This design comes from an exercise in tuning for small area, a short achievable clock period and few clock cycles per item on the open sky130 flow, not from production work.
The RTL was checked by simulation tests, not by an equivalence proof against the original design.
No activity file was given, so power comes from the tool's default toggle rates.

==> config.mk <==
export PLATFORM = sky130hd
export DESIGN_NAME = best_fit_block_allocator
export DESIGN_NICKNAME = best_fit_block_allocator
export VERILOG_FILES = /design/flow/design.v
export SDC_FILE = /design/flow/constraint.sdc
export NUM_CORES = 4
export LEC_CHECK = 0
export CAP_MARGIN = 20
export CORE_MARGIN = 2
export CORE_UTILIZATION = 40
export PLACE_DENSITY = 0.7
export SETUP_SLACK_MARGIN = 4.4
export SLEW_MARGIN = 20
export SYNTH_HIERARCHICAL = 1
export SYNTH_MINIMUM_KEEP_SIZE = 0
==> constraint.sdc <==
create_clock -name core_clock -period 7.0 [get_ports {clk}]
set_input_delay 1.4000 -clock core_clock [delete_from_list [all_inputs] [get_ports {clk}]]
set_output_delay 1.4000 -clock core_clock [all_outputs]
set_load 0.01 [all_outputs]
==> design.v <==
`default_nettype none
package bfa_pkg;
  localparam int ACTION_W     = 2;
  localparam int FIELD_SIZE_W = 16;
  localparam int OWNER_W      = 8;
  localparam int BLOCK_W      = 4;
  localparam int CODE_W       = 2;
  localparam logic [ACTION_W-1:0] ACT_CLEAR = 2'd0;
  localparam logic [ACTION_W-1:0] ACT_LOAD  = 2'd1;
  localparam logic [ACTION_W-1:0] ACT_ALLOC = 2'd2;
  localparam logic [ACTION_W-1:0] ACT_READ  = 2'd3;
  localparam logic [CODE_W-1:0] RES_OK    = 2'd0;
  localparam logic [CODE_W-1:0] RES_NOFIT = 2'd1;
  localparam logic [CODE_W-1:0] RES_BAD   = 2'd2;
endpackage
`default_nettype wire
`default_nettype none
module bfa_cell #(
  parameter int SIZE_BITS = 16
) (
  input  wire logic [SIZE_BITS-1:0] size,
  input  wire logic [SIZE_BITS-1:0] x,
  input  wire logic                 ge,
  output logic                      cmp
);
  logic [SIZE_BITS-1:0] g, l;
  always_comb begin
    for (int i = 0; i < SIZE_BITS; i++) begin
      g[i] = size[i] & ~x[i];
      l[i] = ~size[i] & x[i];
    end
    for (int w = 1; w < SIZE_BITS; w = w * 2) begin
      for (int i = 0; i + w < SIZE_BITS; i = i + 2 * w) begin
        g[i] = g[i + w] | (~l[i + w] & g[i]);
        l[i] = l[i + w] | (~g[i + w] & l[i]);
      end
    end
    cmp = g[0] | (ge & ~l[0]);
  end
endmodule
module bfa_sub #(
  parameter int W = 16
) (
  input  wire logic [W-1:0] a,
  input  wire logic [W-1:0] b,
  output logic [W-1:0]      d
);
  logic [W-1:0] g, p, gg, pp, gn, pn;
  logic [W:0]   c;
  always_comb begin
    for (int i = 0; i < W; i++) begin
      g[i] = a[i] & ~b[i];
      p[i] = a[i] | ~b[i];
    end
    gg = g;
    pp = p;
    for (int s = 1; s < W; s = s * 2) begin
      gn = gg;
      pn = pp;
      for (int i = s; i < W; i++) begin
        gn[i] = gg[i] | (pp[i] & gg[i - s]);
        pn[i] = pp[i] & pp[i - s];
      end
      gg = gn;
      pp = pn;
    end
    c[0] = 1'b1;
    for (int i = 0; i < W; i++) c[i + 1] = gg[i] | pp[i];
    for (int i = 0; i < W; i++) d[i] = a[i] ^ ~b[i] ^ c[i];
  end
endmodule
`default_nettype wire
`default_nettype none
import bfa_pkg::*;
module best_fit_block_allocator (
  input  wire logic        clk,
  input  wire logic        rst_n,
  input  wire logic        in_tvalid,
  output logic             in_tready,
  input  wire logic [31:0] in_tdata,
  output logic             out_tvalid,
  input  wire logic        out_tready,
  output logic [31:0]      out_tdata
);
  localparam int N = 16;
  logic               ir_v;
  logic [29:0]        ir_d;
  logic               rdy_r;
  logic [4:0]         count_r;
  logic [N-1:0]       avail_r;      
  logic [N-1:0][15:0] size_r;
  logic [N-1:0][7:0]  owner_r;
  logic [N-1:0][N-1:0] b_r;
  logic               c_v, c_clr, c_ld, c_al, c_rd;
  logic [1:0]         c_code;
  logic [3:0]         c_id;
  logic [15:0]        c_val;
  logic [7:0]         c_rid;
  logic [N-1:0]       c_ge;
  logic               m_v, m_ld, m_gr, m_rd;
  logic [1:0]         m_code;
  logic [N-1:0]       m_sel;
  logic [15:0]        m_val;
  logic               x_v, x_ld, x_gr, x_rd, x_free;
  logic [1:0]         x_code;
  logic [3:0]         x_id;
  logic [15:0]        x_a, x_b;
  logic               h_v, k_v;     
  logic [30:0]        h_d, k_d;
  logic               go;
  assign go = !k_v;
  logic [1:0]  ir_act;
  logic [15:0] ir_size;
  logic [3:0]  ir_idx;
  assign ir_act  = ir_d[1:0];
  assign ir_size = ir_d[17:2];
  assign ir_idx  = ir_d[29:26];
  logic is_clr, is_ld, is_al, is_rd, full, ld_ok, rd_ok;
  assign is_clr = ir_v && (ir_act == ACT_CLEAR);
  assign is_ld  = ir_v && (ir_act == ACT_LOAD);
  assign is_al  = ir_v && (ir_act == ACT_ALLOC);
  assign is_rd  = ir_v && (ir_act == ACT_READ);
  assign full   = count_r[4];
  assign ld_ok  = is_ld && !full;
  assign rd_ok  = is_rd && ({1'b0, ir_idx} < count_r);
  logic          cmp_ge;
  logic [N-1:0]  cmp;
  logic          cmp_w, cmp_m, cmp_x;
  assign cmp_ge = ir_act[1];
  for (genvar i = 0; i < N; i++) begin : g_cmp
    bfa_cell u_cmp (.size(size_r[i]), .x(ir_size), .ge(cmp_ge), .cmp(cmp[i]));
  end
  bfa_cell u_cmp_w (.size(c_val), .x(ir_size), .ge(cmp_ge), .cmp(cmp_w));
  bfa_cell u_cmp_m (.size(m_val), .x(ir_size), .ge(cmp_ge), .cmp(cmp_m));
  bfa_cell u_cmp_x (.size(x_a),   .x(ir_size), .ge(cmp_ge), .cmp(cmp_x));
  logic [N-1:0] hit_w, hit_m, hit_x, ge;
  for (genvar i = 0; i < N; i++) begin : g_ge
    assign hit_w[i] = c_v && c_ld && (c_id == 4'(i));
    assign hit_m[i] = m_ld && m_sel[i];
    assign hit_x[i] = x_ld && (x_id == 4'(i));
    assign ge[i] = hit_w[i] ? cmp_w : hit_m[i] ? cmp_m : hit_x[i] ? cmp_x : cmp[i];
  end
  logic [N-1:0][N-1:0] beat;        
  for (genvar i = 0; i < N; i++) begin : g_bi
    for (genvar j = 0; j < N; j++) begin : g_bj
      if (i < j)       assign beat[i][j] = b_r[i][j];
      else if (i > j)  assign beat[i][j] = !b_r[j][i];
      else             assign beat[i][j] = 1'b1;
    end
  end
  logic [N-1:0] fits, win, c_dec;
  logic         found;
  assign fits  = avail_r & c_ge;
  assign found = |fits;
  for (genvar i = 0; i < N; i++) begin : g_win
    assign win[i]   = fits[i] && &(~fits | beat[i]);
    assign c_dec[i] = (c_id == 4'(i));
  end
  logic [15:0] mux_size, a_nxt;
  logic [3:0]  m_id;
  logic        m_free, fwd;
  always_comb begin
    mux_size = '0;
    m_id     = '0;
    for (int i = 0; i < N; i++) begin
      mux_size = mux_size | (m_sel[i] ? size_r[i] : 16'd0);
      m_id     = m_id     | (m_sel[i] ? 4'(i)     : 4'd0);
    end
  end
  assign m_free = m_rd && |(m_sel & avail_r);
  assign fwd    = (x_ld || x_gr) && m_sel[x_id];
  logic [15:0] rem;
  logic [7:0]  x_owner;
  bfa_sub u_sub (.a(x_a), .b(x_b), .d(rem));
  always_comb begin
    x_owner = '0;
    for (int i = 0; i < N; i++) begin
      if (x_id == 4'(i)) x_owner = owner_r[i];
    end
  end
  assign a_nxt = fwd ? rem : m_ld ? m_val : mux_size;
  logic [30:0] res;
  assign res = {(x_rd && !x_free) ? x_owner : 8'd0, x_free, rem, x_id, x_code};
  logic push, pop;
  assign push = go && x_v;
  assign pop  = h_v && out_tready;
  always_ff @(posedge clk) begin
    if (!rst_n) begin
      ir_v    <= 1'b0;
      rdy_r   <= 1'b1;
      count_r <= '0;
      avail_r <= '0;
      c_v     <= 1'b0;
      m_v     <= 1'b0;
      x_v     <= 1'b0;
      h_v     <= 1'b0;
      k_v     <= 1'b0;
    end else begin
      if (rdy_r) ir_v <= in_tvalid;
      if (go) begin
        c_v <= ir_v;
        m_v <= c_v;
        x_v <= m_v;
        if (is_clr)     count_r <= '0;
        else if (ld_ok) count_r <= count_r + 5'd1;
        if (c_v && c_clr)      avail_r <= '0;
        else if (c_v && c_ld)  avail_r <= avail_r | c_dec;
        else if (c_v && c_al)  avail_r <= avail_r & ~win;
      end
      if (!k_v) begin
        if (push && h_v && !pop) k_v <= 1'b1;
        else if (push)           h_v <= 1'b1;
        else if (pop)            h_v <= 1'b0;
      end else if (pop) begin
        k_v <= 1'b0;
      end
      rdy_r <= !((rdy_r ? in_tvalid : ir_v) &&
                 (k_v ? !pop : (push && h_v && !pop)));
    end
  end
  always_ff @(posedge clk) begin
    if (rdy_r) ir_d <= in_tdata[29:0];
    if (go) begin
      c_clr  <= is_clr;
      c_ld   <= ld_ok;
      c_al   <= is_al;
      c_rd   <= rd_ok;
      c_code <= ((is_ld && full) || (is_rd && !rd_ok)) ? RES_BAD : RES_OK;
      c_id   <= ld_ok ? count_r[3:0] : ir_idx;
      c_val  <= ir_size;
      c_rid  <= ir_d[25:18];
      c_ge   <= ge;
      m_ld   <= c_v && c_ld;
      m_gr   <= c_v && c_al && found;
      m_rd   <= c_v && c_rd;
      m_code <= (c_al && !found) ? RES_NOFIT : c_code;
      m_sel  <= (c_v && (c_ld || c_rd)) ? c_dec : (c_v && c_al) ? win : '0;
      m_val  <= c_val;
      x_ld   <= m_v && m_ld;
      x_gr   <= m_v && m_gr;
      x_rd   <= m_v && m_rd;
      x_free <= m_free;
      x_code <= m_code;
      x_id   <= m_id;
      x_a    <= a_nxt;
      x_b    <= m_gr ? m_val : 16'd0;
    end
    if (!k_v) begin
      if (push && h_v && !pop) k_d <= res;
      else if (push)           h_d <= res;
    end else if (pop) begin
      h_d <= k_d;
    end
  end
  for (genvar i = 0; i < N; i++) begin : g_ent
    always_ff @(posedge clk) begin
      if (push && (x_ld || x_gr) && (x_id == 4'(i))) size_r[i] <= rem;
      if (go && c_v && c_al && win[i]) owner_r[i] <= c_rid;
    end
    for (genvar j = i + 1; j < N; j++) begin : g_b
      always_ff @(posedge clk) begin
        if (go && c_v && c_ld && c_dec[j]) b_r[i][j] <= !c_ge[i];
      end
    end
  end
  assign in_tready  = rdy_r;
  assign out_tvalid = h_v;
  assign out_tdata  = {1'b0, h_d};
endmodule
`default_nettype wire
==> run.sh <==
#!/bin/bash
# synth_recipe.tcl (not shown) runs the flow's synth.tcl, then flattens the netlist and writes it again
# the make line also repeats each setting of config.mk as NAME=value (left out here)
make -C /OpenROAD-flow-scripts/flow DESIGN_CONFIG=/design/flow/config.mk WORK_HOME=/design/flow/orfs CLKGATE_MAP_FILE= SYNTH_SCRIPT=/design/flow/synth_recipe.tcl finish
==> implementation parameters, run 1 <==
Parameter                              Value

Min path
  Class of the tightest hold or removal check    reg2reg

Global route
  Pin count of the biggest net entering global routing    65
  Vias in the first global route    26.5k
  Combined global-route utilization of all metal layers    24.8%
  Wire length of the first global-routing pass    175000 um
  Total global routing overflow    0
  Initial antenna violation count    2

Clock network
  H-tree lvl count    3
  Clock latency (worst-skew pair)    0.67 ns
  TritonCTS Buffers    82
  Sinks on Clock Net    752
  Clock tree from TritonCTS    built
  Clock-pin slew on the worst setup and hold paths    0.06 ns
  Count of hold-fix buffers inserted at cts    0
  Clock tree buffer depth    3
  Root Buffer    clkbuf_16

Setup path
  Sort of element at the start of the critical path    register
  Crit Path Class    reg2reg
  Max stage delay cell, worst path    or4_4
  Element type at the critical path end    register
  Data arrival, critical path    3.26 ns
  Sum of buffers and inverters on the critical path    3
  Top delay family on crit path    simple AND/OR/NAND/NOR gates
  CP Data Required Time    7.38 ns
  Cell Chain, Critical Path    ha_4 -> or4_4 -> nor2_4 -> nor4_4 -> buf_4 -> o41ai_4 -> buf_6 -> a221oi_4 -> xnor2_2 -> buf_12 -> mux2_4
  Maximum fanout count along the critical path    4
  Crit-path max cell delay    0.54 ns

Die
  Die height    309 um
  Starting density of the core    40.5%
  Die area    95600 um2
  Core box area    91900 um2
  Width of the chip    309 um
  Row cnt    111
  # IOs    70

STA
  Setup repair after global routing missed its margin    true
  Hold Violations, Final    0
  Count of endpoints failing setup in the final report    0
  Number of slew-limit violations in the final report    0
  Achievable Freq    0.347 GHz
  Post-layout minimum cycle time    2.89 ns
  Setup Skew    0.0380 ns
  Final worst hold slack    0.416 ns
  Slew @ Worst Pin    1.08 ns
  Worst-case headroom to the max-slew limit    28.0%
  Total negative slack for setup checks    0 ns
  Period utilisation layout    41.2%

Power and ir drop
  Combinational power share    6.3%
  Leakage Power    16.0 nW
  Int Power    7.70 mW
  Sequential fraction of design power    50.1%
  Net Switching    2.31 mW
  Clock power frac    43.6%
  Share of total power consumed by net switching    23.1%
  Pwr dens    221 nW/um2
  Largest vdd supply drop    0.175 mV

Finish
  Most frequent cells in the layout    edfxtp_1 (724), inv_1 (294), nor2_1 (190)
  Fillcell total    7887
  Register Area    22300 um2
  Final core utilization    49.2%
  Synthesis-to-finish area growth    21.5%
  Total number of nets in the final design    3379
  Footprint of the multi-input gates    14600 um2
  Fraction of layout instances using a drive strength above 1    23.7%
  Leading cell type in the layout, fill and taps excluded    edfxtp_1

Synth
  Mapped Avg Cell Area    12.2 um2
  Gate count of the mapped netlist    3060
  Sequential fraction of the synthesis area    59.9%
  Async S/R FF share, synth    0%
  EDFF count, synth    724
  Number of library cell types mapped by synthesis    86
  Cell area after technology mapping    37300 um2
  Number of register bits inferred by synthesis    752
  Synth Net Count    3131
  Top FF cell, synth    edfxtp_1
  Synthesis warning total    9

Detailed routing
  Total vias in the final route    27.9k
  DRC    0
  Routed wire per std cell    26.6 um
  First-pass detailed-route iteration total    8
  Iteration-0 DRC Markers    4204
  Routed wire length    123000 um
  Antenna violation net count after detailed routing    0
  Via density    6.05

Status
  Result of the run  timing/DRC/antenna clean

Placed design
  Final RePlAce weighted congestion    0.949
  Total of buffers placed on input and output ports    66
  HPWL after detailed placement    75500 um

Flow run
  Reported max-cap violation count    0
[cell type report]
type,count,area share [%]
well taps,1243,3.44
repair inverters,2,0.0359
inverters,300,2.54
clock buffers,95,4.64
repair buffers,273,6.65
clock inverters,53,1.23
multi-input cells,1897,32.2
flip-flops and latches,752,49.3
diodes,2,0.0111
[Yosys cell counts (35+ instances only)]
| library cell | count | area (um2) |
|---|---|---|
| nand2_1 | 162 | 608 |
| nand2b_1 | 71 | 444 |
| mux2_2 | 37 | 417 |
| a22o_1 | 93 | 815 |
| nor4_1 | 35 | 219 |
| a221oi_1 | 73 | 639 |
| o21ai_1 | 38 | 190 |
| mux2i_1 | 39 | 390 |
| nand3_1 | 35 | 175 |
| a211oi_1 | 36 | 270 |
| clkbuf_1 | 83 | 312 |
| maj3_1 | 38 | 380 |
| o21ai_0 | 83 | 415 |
| edfxtp_1 | 724 | 21700 |
| nor3_1 | 68 | 340 |
| nor2b_1 | 138 | 863 |
| and2_1 | 52 | 325 |
| nor2_1 | 221 | 830 |
| o22ai_1 | 59 | 369 |
| maj3_2 | 171 | 1930 |
| a21oi_1 | 107 | 536 |
| inv_1 | 299 | 1120 |
| ha_1 | 35 | 438 |
[layer usage]
| metal | vias up | global-route usage, % | share of wire [%] |
|---|---|---|---|
| met3 | 347 | 5.05 | 11 |
| met5 | - | 0 | 0.0073 |
| met4 | 2 | 13.6 | 5.8 |
| met1 | 13750 | 32.7 | 38 |
| met2 | 1790 | 38.4 | 45 |
| li1 | 12027 | - | - |
[metrics by stage]
step	area [um2]	total power, mW	std cells	setup WS (ns)
final	45300	10.0	4617	4.11
after CTS	44200	9.99	4570	4.07
after floorplan	37400	5.39	3060	4.01
after global placement	39700	5.57	4325	3.42
after detailed placement	39700	5.58	4326	3.37
after global routing	45300	10.3	4615	4.00
[Yosys stat by module (local to each module, per instance)]
module                    area, um2  cells
best_fit_block_allocator      29800   1924
bfa_sub                         983    129
bfa_cell                        340     53
[cells by family after synthesis]
family	Yosys count	share of synthesized area (%)
and+or+nand+nor	855	11.6
DFF	752	59.9
AOI/OAI and AO/OA	692	13.5
buffers and inverters	411	4.40
adders and majority gates	244	7.37
muxes	87	2.87
xor gates and xnor gates	18	0.423
other	1	0.0101
[power by group through the flow]
stage	sequential [mW]	combinational [mW]	clock [mW]
detailed placement	5.12	0.458	0
global route	5.02	0.669	4.57
floorplan	5.11	0.276	0
CTS	5.01	0.585	4.40
global placement	5.12	0.450	0
finish	5.02	0.633	4.36
[registers in the layout, indices dropped and copies added (netlist names), 2 cells and up]
name,cells
avail_r,16
c_id,4
size_r,256
h_d,31
c_rid,8
x_id,4
owner_r,128
ir_d,30
k_d,31
c_val,16
x_code,2
x_a,16
b_r,120
m_sel,16
m_code,2
count_r,5
x_b,16
m_val,16
c_ge,16
[worst paths after layout]
| path | from | cells after the start | endpoint | slack (ns) |
|---|---|---|---|---|
| worst max-delay path | x_b[3] | 11 | h_d[21] | 4.11 |
| worst min-delay path | ir_d[20] | 0 | c_rid[2] | 0.42 |
| worst max register to register | x_b[3] | 11 | h_d[21] | 4.11 |
| worst min register to register | ir_d[20] | 0 | c_rid[2] | 0.42 |
[what timing repair did]
| action | CTS | global route |
|---|---|---|
| setup endpoints to repair | 716 | 270 |
| gates resized for setup | 348 | 124 |
| pin swaps | 61 | 45 |
| setup buffers | 86 | 33 |
| cloned | 10 | 11 |
Testbench counts, summed over its fixed seeds: cycles 7,134, items 7,094.
==> run 2, diff against run 1 <==
--- a/design.v
+++ b/design.v
@@ -16,26 +16,29 @@
 `default_nettype wire
 `default_nettype none
 module bfa_cell #(
-  parameter int SIZE_BITS = 16
+  parameter int SIZE_BITS = 16,
+  parameter int K         = 19
 ) (
-  input  wire logic [SIZE_BITS-1:0] size,
-  input  wire logic [SIZE_BITS-1:0] x,
-  input  wire logic                 ge,
-  output logic                      cmp
+  input  wire logic [K-1:0][SIZE_BITS-1:0] size,
+  input  wire logic [SIZE_BITS-1:0]        x,
+  input  wire logic                        ge,
+  output logic [K-1:0]                     cmp
 );
   logic [SIZE_BITS-1:0] g, l;
   always_comb begin
-    for (int i = 0; i < SIZE_BITS; i++) begin
-      g[i] = size[i] & ~x[i];
-      l[i] = ~size[i] & x[i];
-    end
-    for (int w = 1; w < SIZE_BITS; w = w * 2) begin
-      for (int i = 0; i + w < SIZE_BITS; i = i + 2 * w) begin
-        g[i] = g[i + w] | (~l[i + w] & g[i]);
-        l[i] = l[i + w] | (~g[i + w] & l[i]);
-      end
-    end
-    cmp = g[0] | (ge & ~l[0]);
+    for (int k = 0; k < K; k++) begin
+      for (int i = 0; i < SIZE_BITS; i++) begin
+        g[i] = size[k][i] & ~x[i];
+        l[i] = ~size[k][i] & x[i];
+      end
+      for (int w = 1; w < SIZE_BITS; w = w * 2) begin
+        for (int i = 0; i + w < SIZE_BITS; i = i + 2 * w) begin
+          g[i] = g[i + w] | (~l[i + w] & g[i]);
+          l[i] = l[i + w] | (~g[i + w] & l[i]);
+        end
+      end
+      cmp[k] = g[0] | (ge & ~l[0]);
+    end
   end
 endmodule
 module bfa_sub #(
@@ -127,18 +130,21 @@
   logic [N-1:0]  cmp;
   logic          cmp_w, cmp_m, cmp_x;
   assign cmp_ge = ir_act[1];
-  for (genvar i = 0; i < N; i++) begin : g_cmp
-    bfa_cell u_cmp (.size(size_r[i]), .x(ir_size), .ge(cmp_ge), .cmp(cmp[i]));
-  end
-  bfa_cell u_cmp_w (.size(c_val), .x(ir_size), .ge(cmp_ge), .cmp(cmp_w));
-  bfa_cell u_cmp_m (.size(m_val), .x(ir_size), .ge(cmp_ge), .cmp(cmp_m));
-  bfa_cell u_cmp_x (.size(x_a),   .x(ir_size), .ge(cmp_ge), .cmp(cmp_x));
+  bfa_cell u_cmp (
+    .size ({x_a, m_val, c_val, size_r}),
+    .x    (ir_size),
+    .ge   (cmp_ge),
+    .cmp  ({cmp_x, cmp_m, cmp_w, cmp})
+  );
   logic [N-1:0] hit_w, hit_m, hit_x, ge;
   for (genvar i = 0; i < N; i++) begin : g_ge
     assign hit_w[i] = c_v && c_ld && (c_id == 4'(i));
     assign hit_m[i] = m_ld && m_sel[i];
     assign hit_x[i] = x_ld && (x_id == 4'(i));
-    assign ge[i] = hit_w[i] ? cmp_w : hit_m[i] ? cmp_m : hit_x[i] ? cmp_x : cmp[i];
+    assign ge[i] = (cmp[i] & ~(hit_w[i] | hit_m[i] | hit_x[i])) |
+                   (cmp_w & hit_w[i]) |
+                   (cmp_m & hit_m[i] & ~hit_w[i]) |
+                   (cmp_x & hit_x[i] & ~hit_w[i] & ~hit_m[i]);
   end
   logic [N-1:0][N-1:0] beat;        
   for (genvar i = 0; i < N; i++) begin : g_bi
--- a/config.mk
+++ b/config.mk
@@ -8,8 +8,10 @@
 export CAP_MARGIN = 20
 export CORE_MARGIN = 2
 export CORE_UTILIZATION = 40
-export PLACE_DENSITY = 0.7
-export SETUP_SLACK_MARGIN = 4.4
+export CTS_BUF_LIST = sky130_fd_sc_hd__clkbuf_16
+export CTS_CLUSTER_DIAMETER = 60
+export CTS_CLUSTER_SIZE = 30
+export SETUP_SLACK_MARGIN = 4.3
 export SLEW_MARGIN = 20
 export SYNTH_HIERARCHICAL = 1
 export SYNTH_MINIMUM_KEEP_SIZE = 0
==> run 2 against run 1 <==
- still clean
- clock power shrank 8.0%
- via count shrank 2.2%
- register-to-register slack got worse by 0.04 ns
- worst setup slack worse by 0.038 ns
- clock skew is 0.0066 ns higher
- synthesized cell count shrank 4.2%
- final cell count is 6.2% lower
- sequential power is essentially flat
- global-route usage rose by 2.5 points
- hold slack worse by 0.0033 ns
- first-iteration DRC count is 9.5% lower
- non-clock buffer count increased by 5
- critical path type unchanged
==> implementation parameters, run 2 <==
Parameter                              Value

Clock network
  Clock latency (worst-skew pair)    0.71 ns (+0.04 ns)
  Clock-pin slew on the worst setup and hold paths    0.09 ns (+0.03 ns)
  Sinks on Clock Net    752 (unchanged)
  H-tree lvl count    2 (-1)
  Clock tree buffer depth    3 (unchanged)
  Clock tree from TritonCTS    built
  TritonCTS Buffers    61 (-26%)
  Root Buffer    clkbuf_16

STA
  Achievable Freq    0.342 GHz (-1.3%)
  Period utilisation layout    41.8% (+0.54 points)
  Total negative slack for setup checks    0 ns (unchanged)
  Worst-case headroom to the max-slew limit    30.9% (+2.9 points)
  Post-layout minimum cycle time    2.92 ns (+0.0381 ns)
  Slew @ Worst Pin    1.04 ns (-0.0397 ns)
  Setup repair after global routing missed its margin    true
  Hold Violations, Final    0 (unchanged)
  Count of endpoints failing setup in the final report    0 (unchanged)
  Number of slew-limit violations in the final report    0 (unchanged)
  Setup Skew    0.0446 ns (+0.00657 ns)

Synth
  Async S/R FF share, synth    0% (unchanged)
  EDFF count, synth    724 (unchanged)
  Synthesis warning total    9 (unchanged)
  Cell area after technology mapping    36400 um2 (-2.2%)
  Top FF cell, synth    edfxtp_1
  Synth Net Count    3001 (-4.2%)
  Mapped Avg Cell Area    12.4 um2 (+2.1%)
  Top cells by area in the synthesized netlist    edfxtp_1 (60%), maj3_1 (5.1%), a22oi_1 (2.8%), nand2_1 (2.0%), nor2b_1 (2.0%)
  Cell accounting for the most synthesized area    edfxtp_1
  Gate count of the mapped netlist    2930 (-4.2%)
  Commonest cells in the synthesized netlist    edfxtp_1 (724), nand2_1 (197), maj3_1 (185), nor2_1 (166), o21ai_0 (139)
  Number of register bits inferred by synthesis    752 (unchanged)
  Share of the synthesized area in the top cell type    59.7% (+1.3 points)
  Sequential fraction of the synthesis area    61.2% (+1.3 points)
  Top-count cell post-synth    edfxtp_1
  Number of library cell types mapped by synthesis    90 (+4.7%)

Die
  Core box area    90100 um2 (-1.9%)
  Starting density of the core    40.4% (-0.11 points)
  Die area    93500 um2 (-2.2%)
  # IOs    70 (unchanged)
  Die height    306 um (-1.1%)
  Row cnt    110 (-0.90%)
  Width of the chip    306 um (-1.1%)

Power and ir drop
  Combinational power share    5.8% (-0.5 points)
  Int Power    7.12 mW (-7.6%)
  Leakage Power    14.5 nW (-9.6%)
  Largest vdd supply drop    0.179 mV (+2.1%)
  Share of total power consumed by net switching    25.5% (+2.5 points)
  Pwr dens    220 nW/um2 (-0.51%)
  Sequential fraction of design power    52.3% (+2.2 points)
  Net Switching    2.44 mW (+5.6%)
  Clock power frac    41.9% (-1.7 points)

Setup path
  Data arrival, critical path    3.37 ns (+0.11 ns)
  Element type at the critical path end    register
  CP Data Required Time    7.45 ns (+0.07 ns)
  Maximum fanout count along the critical path    15 (+11)
  Sort of element at the start of the critical path    register
  Crit Path Class    reg2reg

Global route
  Vias in the first global route    26.6k (+0.29%)
  Met1 capacity usage during global routing    36.0% (+3.2 points)
  Initial antenna violation count    3 (+1)
  Wire length of the first global-routing pass    186000 um (+6.5%)
  Met2 global-route usage    43.5% (+5.1 points)
  GR peak layer    met2
  Pin count of the biggest net entering global routing    74 (+14%)
  GR met3 Demand/Resource    5.46% (+0.41 points)
  Combined global-route utilization of all metal layers    27.3% (+2.5 points)
  Total global routing overflow    0 (unchanged)

Finish
  Total number of nets in the final design    3174 (-6.1%)
  Most frequent cells in the layout    edfxtp_1 (724), nand2_1 (183), maj3_1 (173)
  Synthesis-to-finish area growth    19.2%
  Fillcell total    7874 (-0.16%)
  Antenna diodes    0 (-2)
  Leading cell type in the layout, fill and taps excluded    edfxtp_1
  Number of flip-flops in the largest register    256 (unchanged)
  Fraction of layout instances using a drive strength above 1    19.9% (-3.9 points)
  Largest register by flop count    size_r
  Non-filler cells, final    4332 (-6.2%)
  Top Registers    size_r: 256 flops, owner_r: 128 flops, b_r: 120 flops
  Final core utilization    48.2% (-1.1 points)

Detailed routing
  Routed wire per std cell    30.2 um (+13%)
  Antenna violation net count after detailed routing    0 (unchanged)
  Total vias in the final route    27.3k (-2.2%)
  Via density    6.30 (+4.3%)
  Iteration-0 DRC Markers    3806 (-9.5%)
  DRC    0 (unchanged)
  First-pass detailed-route iteration total    8 (unchanged)
  Routed wire length    131000 um (+6.3%)

Min path
  Class of the tightest hold or removal check    reg2reg

Flow run
  Reported max-cap violation count    0 (unchanged)

Placed design
  Total of buffers placed on input and output ports    66 (unchanged)
  HPWL after detailed placement    83000 um (+10%)
  Final RePlAce weighted congestion    1.04 (+9.3%)
  Placed insts    4075 (-5.8%)

Status
  Result of the run  timing/DRC/antenna clean
==> run 2: stage by stage <==
step           hold slack [ns]  total power [mW]  worst slack, ns  area (um2)
5_1_grt                  0.426              9.79             4.03       43400
3_3_place_gp             0.402              5.52             3.20       38600
3_5_place_dp             0.408              5.53             3.10       38600
2_1_floorplan            0.400              5.34             3.70       36600
6_report                 0.413              9.56             4.08       43400
4_1_cts                  0.419              9.57             4.07       43000
==> run 2: kinds of logic (layout without fill, tap and decap cells) <==
family,Yosys count,count (layout),synth area share [%]
multiplexers,84,84,2.92
flip-flops,752,752,61.2
XOR/XNOR,19,19,0.457
AND/OR/NAND/NOR,856,857,12.0
adder cells (fa/ha/maj),230,230,6.59
other,1,1,0.0103
buffers and inverters,280,505,3.17
AO/OA/AOI/OAI,708,708,13.6
==> run 2: path summary, 6_finish.rpt <==
check / slack (ns) / end / start / cells past startpoint
worst max-delay path: 4.08 / c_ge[0] / ir_d[1] / 12
worst min-delay path: 0.41 / c_rid[2] / ir_d[20] / 0
worst max register to register: 4.08 / c_ge[0] / ir_d[1] / 12
worst min register to register: 0.41 / c_rid[2] / ir_d[20] / 0
==> run 2: modules after synthesis, one instance, submodules excluded <==
module                    times used  area [um2]  cells  flip-flops and latches
best_fit_block_allocator           1       29900   1961                     752
bfa_cell                           1        5540    840                       0
bfa_sub                            1         983    129                       0
==> run 2: timing repair <==
action / in CTS / in global routing
setup endpoints to repair: 739 / 276
pin swaps: 37 / 23
hold buffers: 0 / 0
buffers inserted: 97 / 25
cloned: 17 / 2
gates resized for setup: 350 / 48
==> run 2: metal layers <==
layer  vias up  share of wire (%)
li1      11622                  -
met1     13727                 39
met2      1612                 47
met3       349                9.8
met4         2                4.8
met5         -              0.011
==> run 2: power groups by stage <==
| stage | Sequential (mW) | Combinational, mW | Clock, mW |
|---|---|---|---|
| after floorplan | 5.08 | 0.267 | 0 |
| after global placement | 5.10 | 0.414 | 0 |
| after detailed placement | 5.11 | 0.421 | 0 |
| after CTS | 5.00 | 0.533 | 4.04 |
| after global routing | 5.00 | 0.586 | 4.21 |
| final | 5.00 | 0.559 | 4.01 |
==> run 2: critical path, stage by stage (launching register included) <==
cell,delay [ns]
edfxtp_1,0.43
buf_12,0.18
nand2b_4,0.13
a41oi_2,0.15
maj3_2,0.34
maj3_2,0.34
nand3_2,0.09
a31oi_4,0.12
buf_12,0.16
buf_6,0.13
mux2i_1,0.18
a21oi_2,0.10
mux2_2,0.27
==> run 2: layout make-up <==
class	instances	area [um2]	area share [%]
flip-flops and latches	752	22300	51.4
multi-input cells	1899	13900	32.1
repair buffers	278	2850	6.56
clock buffers	62	1550	3.57
well taps	1176	1470	3.39
clock inverters	54	796	1.83
inverters	105	468	1.08
repair inverters	6	46.3	0.107
Testbench counts of run 2, summed over its fixed seeds: cycles 7,134, items 7,094.

==> separate check: timing with driven ports <==
Ports are ideal in the flow. The routed layouts listed here were re-timed in OpenROAD.
Step 1 (the two cells are an assumption about what drives the block):
set clk [get_ports {clk}]
set_driving_cell -lib_cell sky130_fd_sc_hd__clkbuf_16 $clk
set_driving_cell -lib_cell sky130_fd_sc_hd__buf_2 [delete_from_list [all_inputs] $clk]
Step 2 adds t to the input delays and takes it off the output delays; t is the mean of the earliest and latest rising clock arrival at the registers after step 1. Input paths then give back, and output paths get back, about the clock's delay inside the block.
a / b / c = ideal / step 1 / step 2; a / b = the first two.
run	t, ns	slack for setup (ns)	worst setup path after step 2
run 1	0.714	4.114 / 4.114 / 3.864	input to register
run 2	0.755	4.076 / 4.076 / 3.779	input to register
After both steps every run listed still meets setup and hold. The setup slack of run 2, which loses most, moves by 0.000 ns with the drivers and by -0.297 ns with both steps.
